From an optimization exercise on the open Yosys and OpenROAD flow, aimed at small area, a short achievable clock period and few clock cycles per item; shortcuts taken in it are not production practice. Where RTL was checked, it was by simulation tests only, not by an equivalence proof against the original. Power and IR drop assume default switching activity.

// windowed_average_fee_policy
module windowed_average_fee_policy (
  input  logic                             clk_i,
  input  logic                             rst_ni,
  input  logic                             s_axis_tvalid,
  output logic                             s_axis_tready,
  input  logic [8*wafp_pkg::IN_BYTES-1:0]  s_axis_tdata,
  output logic                             m_axis_tvalid,
  input  logic                             m_axis_tready,
  output logic [8*wafp_pkg::OUT_BYTES-1:0] m_axis_tdata
);
Size in the first run: about 5100 cells after synthesis.
export LEC_CHECK = 0
export ABC_AREA = 1
export ABC_CLOCK_PERIOD_IN_PS = 2500
export CAP_MARGIN = 20
export CORE_MARGIN = 2
export CORE_UTILIZATION = 65
export CTS_BUF_LIST = sky130_fd_sc_hd__clkbuf_8 sky130_fd_sc_hd__clkbuf_16
export CTS_CLUSTER_DIAMETER = 70
export CTS_CLUSTER_SIZE = 30
export SETUP_SLACK_MARGIN = 5
export SLEW_MARGIN = 20
create_clock -name core_clock -period 8.0 [get_ports {clk_i}]
standard.sh (not shown) runs the stock make flow with config.mk's settings and CLKGATE_MAP_FILE= SYNTH_SCRIPT=/design/flow/synth_recipe.tcl, a recipe that flattens the netlist after the stock synthesis.
==> flow/flow/run.sh <==
#!/bin/bash
set -euo pipefail
export BUFFER_PORTS_ARGS="-buffer_cell sky130_fd_sc_hd__buf_2"
export CTS_ARGS="-sink_clustering_enable -repair_clock_nets -sink_clustering_size 30 -sink_clustering_max_diameter 70 -buf_list {sky130_fd_sc_hd__clkbuf_8 sky130_fd_sc_hd__clkbuf_16} -dont_use_dummy_load"
sed "s/SETUP_SLACK_MARGIN=5 /SETUP_SLACK_MARGIN=5.3 /" standard.sh > standard_m.sh
bash standard_m.sh finish > flow_make.log 2>&1
Testbench counts at the start, summed over its fixed seeds: cycles 4,840, items 4,800.
Then changed:
==> flow/flow/run.sh (replaced) <==
#!/bin/bash
set -euo pipefail
export BUFFER_PORTS_ARGS="-buffer_cell sky130_fd_sc_hd__buf_4"
export CTS_ARGS="-sink_clustering_enable -repair_clock_nets -sink_clustering_size 30 -sink_clustering_max_diameter 70 -buf_list {sky130_fd_sc_hd__clkbuf_8 sky130_fd_sc_hd__clkbuf_16} -root_buf sky130_fd_sc_hd__clkbuf_16 -tree_buf sky130_fd_sc_hd__clkbuf_16 -balance_levels -dont_use_dummy_load"
sed "s/SETUP_SLACK_MARGIN=5 /SETUP_SLACK_MARGIN=5.3 /" standard.sh > standard_m.sh
bash standard_m.sh finish > flow_make.log 2>&1
=> The new run produced a clean layout. Sequential share of layout area decreases by 0.14 points. Combinational power barely changes. Flip-flop and latch count does not change. Sequential power hardly moves. Setup slack gets better by 0.022 ns. Via count increases by 0.36%. Wire length increases by 1.7%. Design area stays flat. Core utilization increases by 0.14 points. Die area is unchanged. Final cell count is about the same.
Then changed:
==> flow/flow/run.sh (replaced) <==
#!/bin/bash
set -euo pipefail
export BUFFER_PORTS_ARGS="-buffer_cell sky130_fd_sc_hd__buf_4"
export CTS_ARGS="-sink_clustering_enable -repair_clock_nets -sink_clustering_size 24 -sink_clustering_max_diameter 60 -buf_list {sky130_fd_sc_hd__clkbuf_8 sky130_fd_sc_hd__clkbuf_16} -dont_use_dummy_load"
sed "s/SETUP_SLACK_MARGIN=5 /SETUP_SLACK_MARGIN=5.3 /" standard.sh > standard_m.sh
bash standard_m.sh finish > flow_make.log 2>&1
The changed run ran to the end with no violations.
Die area stays the same.
Setup slack got worse by 0.041 ns.
Power climbs by 3.3%.
Hold slack improved by 0.024 ns.
Design area goes up by about 1%.
Routed wire length climbs by about 1.1%.
Then changed:
==> flow/flow/run.sh (replaced) <==
#!/bin/bash
set -euo pipefail
export BUFFER_PORTS_ARGS="-buffer_cell sky130_fd_sc_hd__buf_4"
export CTS_ARGS="-sink_clustering_enable -repair_clock_nets -sink_clustering_size 30 -sink_clustering_max_diameter 70 -buf_list {sky130_fd_sc_hd__clkbuf_8 sky130_fd_sc_hd__clkbuf_16} -dont_use_dummy_load"
sed "s/SETUP_SLACK_MARGIN=5 /SETUP_SLACK_MARGIN=5.3 /" standard.sh > standard_m.sh
bash standard_m.sh finish > flow_make.log 2>&1
Outcome: The new run finished with timing, DRC and antenna clean. Clock power shrinks by about 13%. Power shrinks by about 3.2%. Wire length shrinks by about 1.1%. Via count shrinks by 0.89%. Cell area shrinks by 1.0%. Global-route usage shrinks by 0.44 points. Hold slack degrades by 0.024 ns. Sequential share of layout area grows by 0.75 points. Maximum frequency grows by about 1.4%. Final cell count shrinks by about 0.4%.

---

== the reference run ==
Another version of the RTL of windowed_average_fee_policy (not shown whole).
Size: about 4500 cells after synthesis, roughly 2500 flip-flops, about 94 I/O pins, about 65000 um2 of cells after synthesis.
==> flow/design.v (excerpt) <==
module windowed_average_fee_policy (
  input  logic                             clk_i,
  input  logic                             rst_ni,
  input  logic                             s_axis_tvalid,
  output logic                             s_axis_tready,
  input  logic [8*wafp_pkg::IN_BYTES-1:0]  s_axis_tdata,
  output logic                             m_axis_tvalid,
  input  logic                             m_axis_tready,
  output logic [8*wafp_pkg::OUT_BYTES-1:0] m_axis_tdata
);
==> flow/config.mk <==
export PLATFORM = sky130hd
export DESIGN_NAME = windowed_average_fee_policy
export DESIGN_NICKNAME = windowed_average_fee_policy
export VERILOG_FILES = /design/flow/design.v
export SDC_FILE = /design/flow/constraint.sdc
export NUM_CORES = 4
export LEC_CHECK = 0
export ABC_CLOCK_PERIOD_IN_PS = 3000
export CAP_MARGIN = 20
export CORE_MARGIN = 2
export CORE_UTILIZATION = 40
export SLEW_MARGIN = 20
==> flow/constraint.sdc <==
create_clock -name core_clock -period 8.0 [get_ports {clk_i}]
set_input_delay 1.6000 -clock core_clock [delete_from_list [all_inputs] [get_ports {clk_i}]]
set_output_delay 1.6000 -clock core_clock [all_outputs]
set_load 0.01 [all_outputs]
run.sh (not shown) runs the stock make flow with config.mk's settings and CLKGATE_MAP_FILE= SYNTH_SCRIPT=/design/flow/synth_recipe.tcl, a recipe that flattens the netlist after the stock synthesis.
Stock flow here: none of the scripts above is used.
The reference run: done, clean on timing, DRC and antenna
Edits applied to the flow inputs when going from the reference run to the trial run:
Settings: SETUP_SLACK_MARGIN newly set to 4.5.
Findings:
The trial run reached the end of the flow, and the finished layout is clean on the timing, design-rule and antenna checks.
The reference run → the trial run: number of filler cells placed in the layout dropped about 0.8%, sequential share of layout area dropped 0.77 points, total power climbed 2.0%.
Sort the reference run and the trial run by shortest period the worst path allows desc -> top: the reference run
Compared with the reference run, in the trial run final instance area up about 1.2%; clock-pin slew of the registers on the worst-case setup and hold paths level.
No run of this note included a check of the RTL's function; only the layout flow was run.

---

== indigo ==
Another version of the RTL of windowed_average_fee_policy (not shown whole).
For scale: ~5200 cells after synthesis, roughly 94 I/O pins, ~0.067 sq mm of cells after synthesis.
==> flow/config.mk <==
export PLATFORM = sky130hd
export DESIGN_NAME = windowed_average_fee_policy
export DESIGN_NICKNAME = windowed_average_fee_policy
export VERILOG_FILES = /design/flow/design.v
export SDC_FILE = /design/flow/constraint.sdc
export NUM_CORES = 4
export LEC_CHECK = 0
export ABC_AREA = 1
export ABC_CLOCK_PERIOD_IN_PS = 2500
export CAP_MARGIN = 20
export CORE_MARGIN = 2
export CORE_UTILIZATION = 55
export CTS_BUF_LIST = sky130_fd_sc_hd__clkbuf_8 sky130_fd_sc_hd__clkbuf_16
export CTS_CLUSTER_DIAMETER = 70
export CTS_CLUSTER_SIZE = 30
export SETUP_SLACK_MARGIN = 5
export SLEW_MARGIN = 20
==> flow/constraint.sdc <==
create_clock -name core_clock -period 8.0 [get_ports {clk_i}]
set_input_delay 1.6000 -clock core_clock [delete_from_list [all_inputs] [get_ports {clk_i}]]
set_output_delay 1.6000 -clock core_clock [all_outputs]
set_load 0.01 [all_outputs]
standard.sh (not shown) runs the stock make flow with config.mk's settings and CLKGATE_MAP_FILE= SYNTH_SCRIPT=/design/flow/synth_recipe.tcl, a recipe that flattens the netlist after the stock synthesis.
==> flow/flow/run.sh <==
#!/bin/bash
set -euo pipefail
export BUFFER_PORTS_ARGS="-buffer_cell sky130_fd_sc_hd__buf_4"
export CTS_ARGS="-sink_clustering_enable -repair_clock_nets -sink_clustering_size 30 -sink_clustering_max_diameter 70 -buf_list {sky130_fd_sc_hd__clkbuf_8 sky130_fd_sc_hd__clkbuf_16} -dont_use_dummy_load"
bash standard.sh finish > flow_make.log 2>&1
Testbench counts of indigo, summed over its fixed seeds: cycles 4,840, items 4,800.
The inputs of willow differ from those of indigo as listed below.
==> flow/run.sh (new file) <==
#!/bin/bash
# synth_recipe.tcl (not shown) runs the flow's synth.tcl, then flattens the netlist and writes it again
# the make line also repeats each setting of config.mk as NAME=value (left out here)
make -C /OpenROAD-flow-scripts/flow DESIGN_CONFIG=/design/flow/config.mk WORK_HOME=/design/flow/orfs CLKGATE_MAP_FILE= SYNTH_SCRIPT=/design/flow/synth_recipe.tcl finish
removed: flow/flow/run.sh
removed: flow/standard.sh
==> notes.md <==
Run comparison: willow end of the critical path m_axis_tdata[10]; indigo end of the critical path m_axis_tvalid. Leakage power came out higher on willow than on indigo. Total power: willow above indigo. Diff willow and indigo: relative area change from synthesis to final layout lower in indigo.
What fjord does differently from willow at the input level:
==> flow/flow/run.sh (new file) <==
#!/bin/bash
set -euo pipefail
export BUFFER_PORTS_ARGS="-buffer_cell sky130_fd_sc_hd__buf_4"
export CTS_ARGS="-sink_clustering_enable -repair_clock_nets -sink_clustering_size 30 -sink_clustering_max_diameter 70 -buf_list {sky130_fd_sc_hd__clkbuf_8 sky130_fd_sc_hd__clkbuf_16} -dont_use_dummy_load"
sed "s/SETUP_SLACK_MARGIN=5 /SETUP_SLACK_MARGIN=5.3 /" standard.sh > standard_m.sh
bash standard_m.sh finish > flow_make.log 2>&1
==> flow/standard.sh (new file) <==
#!/bin/bash
# synth_recipe.tcl (not shown) runs the flow's synth.tcl, then flattens the netlist and writes it again
# the make line also repeats each setting of config.mk as NAME=value (left out here)
make -C /OpenROAD-flow-scripts/flow DESIGN_CONFIG=/design/flow/config.mk WORK_HOME=/design/flow/orfs CLKGATE_MAP_FILE= SYNTH_SCRIPT=/design/flow/synth_recipe.tcl "${@:-finish}"
removed: flow/run.sh
Results
- fjord reports a lower final period demand of the worst path than willow does.
- Compared with willow, in fjord transition time at the pin with the least slew margin lower, final worst hold slack shrank by 0.060 ns.
- Summary of fjord over willow: sequential share of power picked up an extra 2.4 points, count of cell instances traversed by the critical path comparable.
- fjord vs willow, final critical-path share of the clock period went down by 0.63 points.
- Compared with willow, in fjord wire length of the first global-routing pass about even; post-placement setup slack has increased; static leakage down 0.43%; cell count fell by about 0.47%.
- fjord did not stop at any stage, and its layout met the timing, design-rule and antenna checks.

---

Setup of lane 3:
RTL: one of the versions met above, not the one the previous note started from.
Size: ~5100 cells after synthesis, roughly 2500 flip-flops, ~66000 um^2 of cells after synthesis.
export LEC_CHECK = 0
export ABC_AREA = 1
export ABC_CLOCK_PERIOD_IN_PS = 2500
export CAP_MARGIN = 20
export CORE_MARGIN = 2
export CORE_UTILIZATION = 55
export CTS_BUF_LIST = sky130_fd_sc_hd__clkbuf_8 sky130_fd_sc_hd__clkbuf_16
export CTS_CLUSTER_DIAMETER = 70
export CTS_CLUSTER_SIZE = 30
export SETUP_SLACK_MARGIN = 5
export SLEW_MARGIN = 20
create_clock -name core_clock -period 8.0 [get_ports {clk_i}]
==> flow/flow/run.sh <==
#!/bin/bash
set -euo pipefail
export BUFFER_PORTS_ARGS="-buffer_cell sky130_fd_sc_hd__buf_4"
export CTS_ARGS="-sink_clustering_enable -repair_clock_nets -sink_clustering_size 20 -sink_clustering_max_diameter 50 -buf_list {sky130_fd_sc_hd__clkbuf_16} -dont_use_dummy_load"
sed "s/SETUP_SLACK_MARGIN=5 /SETUP_SLACK_MARGIN=5.3 /" standard.sh > standard_m.sh
bash standard_m.sh finish > flow_make.log 2>&1
Testbench counts of lane 3, summed over its fixed seeds: cycles 4,840, items 4,800.
The following lists how lane 1 was set up differently from lane 3:
==> flow/run.sh (new file) <==
#!/bin/bash
# synth_recipe.tcl (not shown) runs the flow's synth.tcl, then flattens the netlist and writes it again
# the make line also repeats each setting of config.mk as NAME=value (left out here)
make -C /OpenROAD-flow-scripts/flow DESIGN_CONFIG=/design/flow/config.mk WORK_HOME=/design/flow/orfs CLKGATE_MAP_FILE= SYNTH_SCRIPT=/design/flow/synth_recipe.tcl finish
-- flow/config.mk --
<<< lane 3, line 12
export CORE_UTILIZATION = 55
>>> lane 1, line 12
export CORE_UTILIZATION = 65
removed: flow/flow/run.sh
removed: flow/standard.sh
==> notes.md <==
The via count of lane 1 and that of lane 3 are within noise of each other. Across lane 3 and lane 1, the outcome is the same: a clean finish for every run. Lane 1 vs. lane 3: part of the total power dissipated in the clock network -3.0 points, count of clock-buffer cells in the layout lower, final cell utilization of the core +9.5 points.

---

the previous run:
windowed_average_fee_policy again, from the RTL that the note above started with.
==> flow/config.mk <==
export PLATFORM = sky130hd
export DESIGN_NAME = windowed_average_fee_policy
export DESIGN_NICKNAME = windowed_average_fee_policy
export VERILOG_FILES = /design/flow/design.v
export SDC_FILE = /design/flow/constraint.sdc
export NUM_CORES = 4
export LEC_CHECK = 0
export ABC_AREA = 1
export ABC_CLOCK_PERIOD_IN_PS = 8000
export CAP_MARGIN = 20
export CORE_MARGIN = 2
export CORE_UTILIZATION = 65
export CTS_BUF_LIST = sky130_fd_sc_hd__clkbuf_8 sky130_fd_sc_hd__clkbuf_16
export CTS_CLUSTER_DIAMETER = 70
export CTS_CLUSTER_SIZE = 30
export SETUP_SLACK_MARGIN = 5
export SLEW_MARGIN = 20
==> flow/constraint.sdc <==
create_clock -name core_clock -period 8.0 [get_ports {clk_i}]
set_input_delay 1.6000 -clock core_clock [delete_from_list [all_inputs] [get_ports {clk_i}]]
set_output_delay 1.6000 -clock core_clock [all_outputs]
set_load 0.01 [all_outputs]
==> flow/flow/run.sh <==
#!/bin/bash
set -euo pipefail
export BUFFER_PORTS_ARGS="-buffer_cell sky130_fd_sc_hd__buf_4"
export CTS_ARGS="-sink_clustering_enable -repair_clock_nets -sink_clustering_size 30 -sink_clustering_max_diameter 70 -buf_list {sky130_fd_sc_hd__clkbuf_8 sky130_fd_sc_hd__clkbuf_16} -dont_use_dummy_load"
sed "s/SETUP_SLACK_MARGIN=5 /SETUP_SLACK_MARGIN=5.3 /" standard.sh > standard_m.sh
bash standard_m.sh finish > flow_make.log 2>&1
Testbench counts of the previous run, summed over its fixed seeds: cycles 4,840, items 4,800.
--- input diff the previous run..the current run ---
# the previous run
export LEC_CHECK = 0
export ABC_AREA = 1
export ABC_CLOCK_PERIOD_IN_PS = 8000
export CAP_MARGIN = 20
export CORE_MARGIN = 2
export CORE_UTILIZATION = 65
export CTS_BUF_LIST = sky130_fd_sc_hd__clkbuf_8 sky130_fd_sc_hd__clkbuf_16
export CTS_CLUSTER_DIAMETER = 70
export CTS_CLUSTER_SIZE = 30
export SETUP_SLACK_MARGIN = 5
export SLEW_MARGIN = 20
create_clock -name core_clock -period 8.0 [get_ports {clk_i}]
# the current run
export LEC_CHECK = 0
export ABC_AREA = 1
export ABC_CLOCK_PERIOD_IN_PS = 2500
export CAP_MARGIN = 20
export CORE_MARGIN = 2
export CORE_UTILIZATION = 55
export CTS_BUF_LIST = sky130_fd_sc_hd__clkbuf_8 sky130_fd_sc_hd__clkbuf_16
export CTS_CLUSTER_DIAMETER = 70
export CTS_CLUSTER_SIZE = 30
export SETUP_SLACK_MARGIN = 5
export SLEW_MARGIN = 20
create_clock -name core_clock -period 8.0 [get_ports {clk_i}]
--- outcome ---
In the reports for the current run and the previous run, the smaller post-CTS setup buffer count belongs to the previous run.
Comparing the previous run against the current run, there is no change at all in synthesized cell count.
Floorplan check, the current run vs the previous run: die outline larger in the current run
Wire length on met2 in the current run is about 14% lower than in the previous run
Cell count after placement (lower): the previous run

## re-timing with driven ports
The flow's constraints put no driver on any port. The routed layouts listed below were extracted and timed again, unchanged, in two steps. Step 1: set_driving_cell puts a clkbuf_16 on clk_i and a buf_2 on each other input, an assumption about the parent block. Step 2 moves the port delays by t, midway between the first and last clock arrival at a register: inputs arrive t later, outputs are due t later. That takes back most of the time a late clock gives input paths. Three values: ideal ports, drivers, drivers and shift; two values: the first two.
run	t, ns	slack for setup (ns)	slew at the worst register clock pin (ns)
the first run of note 1	0.756	5.141 / 5.069 / 4.650	0.12 / 0.12
the second run of note 1	0.754	5.163 / 5.092 / 4.648	0.12 / 0.12
the third run of note 1	0.783	5.122 / 5.053 / 4.610	0.10 / 0.10
the fourth run of note 1	0.754	5.163 / 5.092 / 4.648	0.12 / 0.12
the reference run	0.883	4.129 / 4.120 / 3.302	0.07 / 0.07
the trial run	0.887	4.493 / 4.424 / 3.736	0.07 / 0.07
indigo	0.742	5.091 / 5.021 / 4.416	0.10 / 0.10
willow	0.783	5.094 / 5.028 / 4.423	0.11 / 0.11
fjord	0.745	5.145 / 5.070 / 4.587	0.11 / 0.11
lane 3	0.813	5.095 / 5.026 / 4.566	0.08 / 0.08
lane 1	0.788	5.060 / 4.995 / 4.305	0.11 / 0.11
the previous run	0.754	5.163 / 5.092 / 4.648	0.12 / 0.12
the current run	0.766	5.149 / 5.080 / 4.643	0.11 / 0.11
After both steps setup and hold are still met in every run listed. For the reference run, which loses most, drivers alone change the setup slack by -0.009 ns; drivers and shift together by -0.827 ns.
